What follows belongs to an exercise in optimizing a design on an open flow for small area, a short achievable clock period and few clock cycles; a production flow would make more cautious choices. The RTL was checked by simulation tests, not by an equivalence proof against the original design. No activity file was given, so power comes from the tool's default toggle rates.

## cpu_top
module cpu_top (
	input logic CLK,
	input logic nRST,
	output logic mem_ren,
	output logic mem_wen,
	output logic [31:0] mem_addr,
	output logic [31:0] mem_store,
	input logic [31:0] mem_load,
	input logic mem_ready,
	output logic halt
);
clock: 10.0 ns
lec_check: 0
cap_margin: 40
cell_pad_in_sites_detail_placement: 1
cell_pad_in_sites_global_placement: 2
core_margin: 2
core_utilization: 25
cts_cluster_diameter: 100
cts_cluster_size: 26
place_density: 0.5
setup_slack_margin: 5
slew_margin: 20
tns_end_percent: 10
run.sh (not shown) runs the stock make flow with config.mk's settings and CLKGATE_MAP_FILE= SYNTH_SCRIPT=/design/flow/synth_recipe.tcl, a recipe that flattens the netlist after the stock synthesis.
Testbench counts at the start, summed over its fixed seeds: cycles 46,604.
Rerun with:
--- a/flow/config.mk
+++ b/flow/config.mk
@@ -12,4 +12,4 @@
 export CORE_UTILIZATION = 25
-export CTS_CLUSTER_DIAMETER = 100
-export CTS_CLUSTER_SIZE = 26
+export CTS_CLUSTER_DIAMETER = 80
+export CTS_CLUSTER_SIZE = 20
 export PLACE_DENSITY = 0.5
The new run finished with timing, DRC and antenna clean.
Via count came out higher slightly.
Final cell count is higher slightly.
Worst setup slack gets better by 0.10 ns.
Rerun with:
--- a/flow/config.mk
+++ b/flow/config.mk
@@ -11,8 +11,6 @@
 export CORE_MARGIN = 2
-export CORE_UTILIZATION = 25
-export CTS_CLUSTER_DIAMETER = 80
-export CTS_CLUSTER_SIZE = 20
-export PLACE_DENSITY = 0.5
+export CORE_UTILIZATION = 45
+export CTS_BUF_LIST = sky130_fd_sc_hd__clkbuf_4 sky130_fd_sc_hd__clkbuf_8
+export PLACE_DENSITY = 0.6
 export SETUP_SLACK_MARGIN = 5
 export SLEW_MARGIN = 20
-export TNS_END_PERCENT = 10
The new run completed without violations. Via count came out higher by 6.2%. Final area hardly moves. Synthesized cell count is unchanged. Area after synthesis is unchanged.
Rerun with:
--- a/flow/config.mk
+++ b/flow/config.mk
@@ -11,6 +11,8 @@
 export CORE_MARGIN = 2
-export CORE_UTILIZATION = 45
-export CTS_BUF_LIST = sky130_fd_sc_hd__clkbuf_4 sky130_fd_sc_hd__clkbuf_8
-export PLACE_DENSITY = 0.6
+export CORE_UTILIZATION = 25
+export CTS_CLUSTER_DIAMETER = 80
+export CTS_CLUSTER_SIZE = 30
+export PLACE_DENSITY = 0.5
 export SETUP_SLACK_MARGIN = 5
 export SLEW_MARGIN = 20
+export TNS_END_PERCENT = 10
- worst setup slack improves by 0.11 ns
- clock skew rises by 0.018 ns
- cell area rises by 0.64%
- flip-flop and latch count does not change
- via count falls by 5.5%
- utilization falls by 25 points
- clock power falls by 9.0%
Rerun with:
--- a/flow/config.mk
+++ b/flow/config.mk
@@ -12,4 +12,4 @@
 export CORE_UTILIZATION = 25
-export CTS_CLUSTER_DIAMETER = 80
-export CTS_CLUSTER_SIZE = 30
+export CTS_CLUSTER_DIAMETER = 100
+export CTS_CLUSTER_SIZE = 22
 export PLACE_DENSITY = 0.5
After rerunning: The new run completed without violations; synthesized area does not change; wire length stays flat; design area goes down by 1.7%.

---

== nickel ==
cpu_top again, from the RTL that the note above started with.
Settings: LEC_CHECK=0, CAP_MARGIN=10, CELL_PAD_IN_SITES_DETAIL_PLACEMENT=1, CELL_PAD_IN_SITES_GLOBAL_PLACEMENT=2, CORE_MARGIN=2, CORE_UTILIZATION=25, PLACE_DENSITY=0.5, SETUP_SLACK_MARGIN=5, SLEW_MARGIN=10, TNS_END_PERCENT=10; clock period 10.0 ns.
Testbench counts of nickel, summed over its fixed seeds: cycles 46,604.
> inputs changed (nickel -> garnet)
- setting ABC_CLOCK_PERIOD_IN_PS to 3500 for the first time
- changing SLEW_MARGIN from 10 to 20
- changing CAP_MARGIN from 10 to 40
- removing TNS_END_PERCENT (formerly 10)
==> comparison <==
Comparing nickel and garnet, the lower fraction of power consumed by sequential logic is on garnet.
| buffers plus inverters on the worst setup path | garnet vs nickel | 1 higher |
Re count of nets left with antenna violations after detail routing: no difference whatsoever between garnet and nickel.
The critical path launch point comes out rs_oh[11] in one run and u_rf.vld[10] in the other, namely in nickel and garnet respectively.
Cell area after placement (lower): nickel
garnet vs. nickel: portion of total power attributed to the clock network went down by 0.5 points.
garnet: worst setup slack higher than nickel
Setup skew after layout is lower on nickel
Sort nickel and garnet by sequential share of layout area asc -> top: garnet
Of nickel and garnet, the lower pin count of the biggest net entering global routing belongs to garnet.
garnet: number of standard cells in the layout, taps in and fillers out higher than nickel

-- port drivers added, routing unchanged --
How much do the figures lean on ideal ports? The routed layouts below were timed once more, with nothing changed but the port constraints. Step 1: set_driving_cell puts a clkbuf_16 on CLK and a buf_2 on each other input, an assumption about the parent block. Step 2 times the ports against the registers' clock, not the clock port: input delays grow and output delays shrink by t, the midpoint of the rising clock arrivals with the driver on. Slacks: ideal ports / drivers / drivers and shift; pairs: ideal ports / drivers.
run | shift t [ns] | slack for setup (ns) | hold slack, ns | latest minus earliest clock arrival (ns)
the first run of note 1 | 0.837 | 4.739 / 4.739 / 4.148 | 0.488 / 0.488 / 0.488 | 0.070 / 0.070
the second run of note 1 | 0.871 | 4.842 / 4.842 / 4.224 | 0.479 / 0.479 / 0.479 | 0.062 / 0.062
the third run of note 1 | 1.046 | 4.705 / 4.705 / 4.225 | 0.472 / 0.472 / 0.472 | 0.061 / 0.061
the fourth run of note 1 | 0.879 | 4.817 / 4.817 / 4.206 | 0.477 / 0.477 / 0.477 | 0.079 / 0.079
the fifth run of note 1 | 0.841 | 4.772 / 4.772 / 4.126 | 0.486 / 0.486 / 0.486 | 0.055 / 0.055
nickel | 0.921 | 4.786 / 4.786 / 4.156 | 0.476 / 0.476 / 0.476 | 0.024 / 0.024
garnet | 0.922 | 4.912 / 4.912 / 4.302 | 0.476 / 0.476 / 0.476 | 0.037 / 0.036
After both steps setup and hold are still met in every run listed. The setup slack of the fifth run of note 1, which loses most, moves by 0.000 ns with the drivers and by -0.646 ns with both steps.
